This is an optimization exercise on Yosys and OpenROAD, whose aim is small area, not a production implementation. Only simulation tests tie the RTL to the original design; equivalence was not proved. No driver is modelled on the clock port, so clocking that relies on it looks cheaper here than on a real chip. Power figures rest on the tool's default switching activity, not on a simulated workload.

==> run a <==
==> flow/design.v <==
module wb_regfile (
    input  logic         clk,
    input  logic         rst,
    input  logic         wb_reg_write,
    input  logic         wb_mem_reg,
    input  logic [31:0]  wb_read_data_mem,
    input  logic [31:0]  wb_alu_result,
    input  logic [4:0]   wb_write_reg,
    input  logic [4:0]   rd_addr1,
    input  logic [4:0]   rd_addr2,
    output logic [31:0]  rd_data1,
    output logic [31:0]  rd_data2,
    output logic [31:0]  wb_data,
    output logic         wb_we
);
    logic [31:1][31:0] regs_q;
    logic [31:1][31:0] regs_d;
    logic [31:1]       wr_en;     
    logic [31:1]       hold;      
    logic [31:1]       sel1, sel2;
    always_comb begin
        wb_data = wb_mem_reg ? wb_read_data_mem : wb_alu_result;
        wb_we   = wb_reg_write && (wb_write_reg != 5'd0);
    end
    always_comb begin
        for (int i = 1; i < 32; i++) begin
            wr_en[i] = !rst && wb_reg_write && (wb_write_reg == 5'(i));
            hold[i]  = !rst && !(wb_reg_write && (wb_write_reg == 5'(i)));
            sel1[i]  = (rd_addr1 == 5'(i));
            sel2[i]  = (rd_addr2 == 5'(i));
        end
    end
    for (genvar i = 1; i < 32; i++) begin : g_row
        for (genvar b = 0; b < 32; b++) begin : g_bit
            rf_ao22 u_nxt (.a1(regs_q[i][b]), .a2(hold[i]), .b1(wb_data[b]), .b2(wr_en[i]),
                           .y(regs_d[i][b]));
        end
    end
    always_ff @(posedge clk) begin
        regs_q <= regs_d;
    end
    for (genvar b = 0; b < 32; b++) begin : g_rd
        logic [31:0] col;
        for (genvar i = 1; i < 32; i++) begin : g_col
            assign col[i] = regs_q[i][b];
        end
        assign col[0] = 1'b0;
        rf_rdmux u_rd1 (.d(col), .sel(sel1), .y(rd_data1[b]));
        rf_rdmux u_rd2 (.d(col), .sel(sel2), .y(rd_data2[b]));
    end
endmodule
module rf_rdmux (
    input  logic [31:0] d,
    input  logic [31:1] sel,
    output logic        y
);
    logic [10:0] t;
    logic        p1, p2, q;
    for (genvar k = 0; k < 10; k++) begin : g_aoi
        rf_aoi222 u_aoi (.a1(d[3*k+1]), .a2(sel[3*k+1]), .b1(d[3*k+2]), .b2(sel[3*k+2]),
                         .c1(d[3*k+3]), .c2(sel[3*k+3]), .y(t[k]));
    end
    rf_nand2 u_n31 (.a(d[31]), .b(sel[31]), .y(t[10]));
    rf_nand4 u_p1 (.a(t[0]), .b(t[1]), .c(t[2]), .d(t[3]), .y(p1));
    rf_nand4 u_p2 (.a(t[4]), .b(t[5]), .c(t[6]), .d(t[7]), .y(p2));
    rf_nor2  u_q  (.a(p1), .b(p2), .y(q));
    rf_nand4 u_y  (.a(q), .b(t[8]), .c(t[9]), .d(t[10]), .y(y));
endmodule
module rf_ao22 (input logic a1, a2, b1, b2, output logic y);
    assign y = (a1 & a2) | (b1 & b2);
endmodule
module rf_aoi222 (input logic a1, a2, b1, b2, c1, c2, output logic y);
    assign y = ~((a1 & a2) | (b1 & b2) | (c1 & c2));
endmodule
module rf_nand2 (input logic a, b, output logic y);
    assign y = ~(a & b);
endmodule
module rf_nand4 (input logic a, b, c, d, output logic y);
    assign y = ~(a & b & c & d);
endmodule
module rf_nor2 (input logic a, b, output logic y);
    assign y = ~(a | b);
endmodule
==> flow/flow/run.sh <==
#!/bin/bash
# The standard layout with three changes to how it is made:
#  - the port buffers are made from the smallest buffer cell (buf_1) instead of the cell
#    buffer_ports picks by default; the resizer still upsizes any that need it;
#  - the buffers ABC inserted are removed at floorplan (REMOVE_ABC_BUFFERS=1) instead of
#    being repaired there;
#  - after CTS, post_cts.tcl swaps oversized cells for smaller ones of the same function
#    where setup slack and slews allow (downsize.tcl).
# All tool output goes to standard.log and ORFS's per-step logs under orfs/logs.
set -euo pipefail
cd "$(dirname "$0")/.."
bash standard.sh "BUFFER_PORTS_ARGS=-buffer_cell sky130_fd_sc_hd__buf_1" \
  REMOVE_ABC_BUFFERS=1 "POST_CTS_TCL=$PWD/flow/post_cts.tcl" finish > standard.log 2>&1
==> flow/flow/downsize.tcl <==
# Area recovery: swap each oversized combinational cell or buffer for the smallest cell of
# the same function that keeps setup slack above a margin and keeps the slews it drives
# and sees well inside the library limit. Clock-tree cells and flip-flops are left alone.
proc ds_slew_ok { inst limit } {
  foreach pin [get_pins -of_objects $inst] {
    set s [get_property $pin slew_max]
    if { $s ne "" && $s > $limit } { return 0 }
  }
  # loads of the output net
  foreach opin [get_pins -of_objects $inst -filter "direction == output"] {
    set net [get_nets -of_objects $opin]
    if { $net eq "" } continue
    foreach p [get_pins -of_objects $net] {
      set s [get_property $p slew_max]
      if { $s ne "" && $s > $limit } { return 0 }
    }
  }
  return 1
}

proc ds_run { slack_margin slew_limit } {
  set block [ord::get_db_block]
  set n_swapped 0
  set saved 0.0
  foreach dbinst [$block getInsts] {
    set master [$dbinst getMaster]
    set mname [$master getName]
    if { ![regexp {^(sky130_fd_sc_hd__)(.*)_([0-9]+)$} $mname -> pfx base size] } continue
    if { [string match "df*" $base] || [string match "clk*" $base] || [string match "*tap*" $base]
         || [string match "fill*" $base] || [string match "decap*" $base] || [string match "conb" $base]
         || [string match "diode" $base] || [string match "sdf*" $base] || [string match "edf*" $base] } continue
    if { [$dbinst isFixed] } continue
    # skip anything on a clock net
    set onclk 0
    foreach it [$dbinst getITerms] {
      set net [$it getNet]
      if { $net ne "NULL" && [$net getSigType] eq "CLOCK" } { set onclk 1 }
    }
    if { $onclk } continue
    set name [$dbinst getName]
    set inst [get_cells $name]
    set cands {}
    foreach lc [get_lib_cells ${pfx}${base}_*] {
      set cn [get_name $lc]
      if { ![regexp {_([0-9]+)$} $cn -> cs] } continue
      if { $cs < $size } { lappend cands [list $cs $cn] }
    }
    if { [llength $cands] == 0 } continue
    set cands [lsort -integer -index 0 $cands]
    foreach c $cands {
      set cn [lindex $c 1]
      replace_cell $inst $cn
      set ws [expr {[sta::worst_slack_cmd max] * 1e9}]
      if { $ws >= $slack_margin && [ds_slew_ok $inst $slew_limit] } {
        incr n_swapped
        break
      }
      replace_cell $inst $mname
    }
  }
  puts "downsize: swapped $n_swapped cells"
}
==> flow/flow/post_cts.tcl <==
# Sourced by ORFS at the end of CTS (POST_CTS_TCL): recover area from oversized cells.
source [file join [file dirname [info script]] downsize.tcl]
estimate_parasitics -placement
puts "downsize: before: worst setup slack [sta::worst_slack_cmd max]"
report_design_area
ds_run 0.4 1.1
estimate_parasitics -placement
puts "downsize: after: worst setup slack [sta::worst_slack_cmd max]"
report_design_area
==> flow/standard.sh <==
#!/bin/bash
# synth_recipe.tcl (not shown) runs the flow's synth.tcl, then flattens the netlist and writes it again
# the make line also repeats each setting of config.mk as NAME=value (left out here)
make -C /OpenROAD-flow-scripts/flow DESIGN_CONFIG=/design/flow/config.mk WORK_HOME=/design/flow/orfs CLKGATE_MAP_FILE= SYNTH_SCRIPT=/design/flow/synth_recipe.tcl "${@:-finish}"
==> flow/config.mk <==
export PLATFORM = sky130hd
export DESIGN_NAME = wb_regfile
export DESIGN_NICKNAME = wb_regfile
export VERILOG_FILES = /design/flow/design.v
export SDC_FILE = /design/flow/constraint.sdc
export NUM_CORES = 4
export LEC_CHECK = 0
export CAP_MARGIN = 20
export CORE_MARGIN = 2
export CORE_UTILIZATION = 50
export CTS_CLUSTER_DIAMETER = 100
export CTS_CLUSTER_SIZE = 25
export SLEW_MARGIN = 20
export SYNTH_HIERARCHICAL = 1
==> flow/constraint.sdc <==
create_clock -name core_clock -period 7.0 [get_ports {clk}]
set_input_delay 1.4000 -clock core_clock [delete_from_list [all_inputs] [get_ports {clk}]]
set_output_delay 1.4000 -clock core_clock [all_outputs]
set_load 0.01 [all_outputs]
==> run b (differences from run a) <==
--- a/flow/config.mk
+++ b/flow/config.mk
@@ -10,5 +10,5 @@
 export CORE_UTILIZATION = 50
 export CTS_CLUSTER_DIAMETER = 100
-export CTS_CLUSTER_SIZE = 25
+export CTS_CLUSTER_SIZE = 30
 export SLEW_MARGIN = 20
 export SYNTH_HIERARCHICAL = 1
==> results by group <==
Worst setup path
  • End point of the critical path: rd_data2[31]

Layout
  • Fillers: 6,701
  • Final #Nets: 3,629
  • Post-layout util: 0.556
  • Share of layout cells above drive strength 1: 0.0648

Pwr
  • Clock Power: 3130 uW
  • Comb group: 705 uW

Status
  • Status: finished clean

STA
  • Max Freq: 155 MHz

Routing
  • WL met2: 77,200 um
# the run above: run a

==> results by group <==
Layout
  • Multi-Input Combinational: 2,166
  • Post-layout util: 0.553
  • Final #Nets: 3,620
  • Share of layout cells above drive strength 1: 0.0621
  • Buffering overhead: 0.0340

Worst setup path
  • End point of the critical path: rd_data2[25]
  • WS Path Type: input port to output port
  • Worst Setup SP: rd_addr2[0]

Pwr
  • Clock Power: 2880 uW
  • Cell internal pwr: 6840 uW
  • Comb group: 702 uW

Status
  • Status: finished clean

Routing
  • WL met2: 77,300 um

STA
  • Max Freq: 152 MHz

Placed design
  • Area of placed instances: 0.0422 sq mm
# the run above: run b

port drivers added, routing unchanged:
How much do the figures lean on ideal ports? The routed layouts below were timed once more, with nothing changed but the port constraints.
Step 1 (the two cells are an assumption about what drives the block):
set clk [get_ports {clk}]
set_driving_cell -lib_cell sky130_fd_sc_hd__clkbuf_16 $clk
set_driving_cell -lib_cell sky130_fd_sc_hd__buf_2 [delete_from_list [all_inputs] $clk]
Step 2 also shifts input and output timing later by t, the mid clock arrival at the registers, as if the neighbouring blocks saw the same clock.
Three values: ideal ports, drivers, drivers and shift; two values: the first two.
run | t (ns) | slack for setup (ns) | worst data-port slew with drivers (ns)
run a | 0.738 | 0.538 / 0.436 / 0.436 | 0.13
run b | 0.691 | 0.410 / 0.298 / 0.298 | 0.13
After both steps every run listed still meets setup and hold. For run b, which loses most, drivers alone change the setup slack by -0.112 ns; drivers and shift together by -0.112 ns.
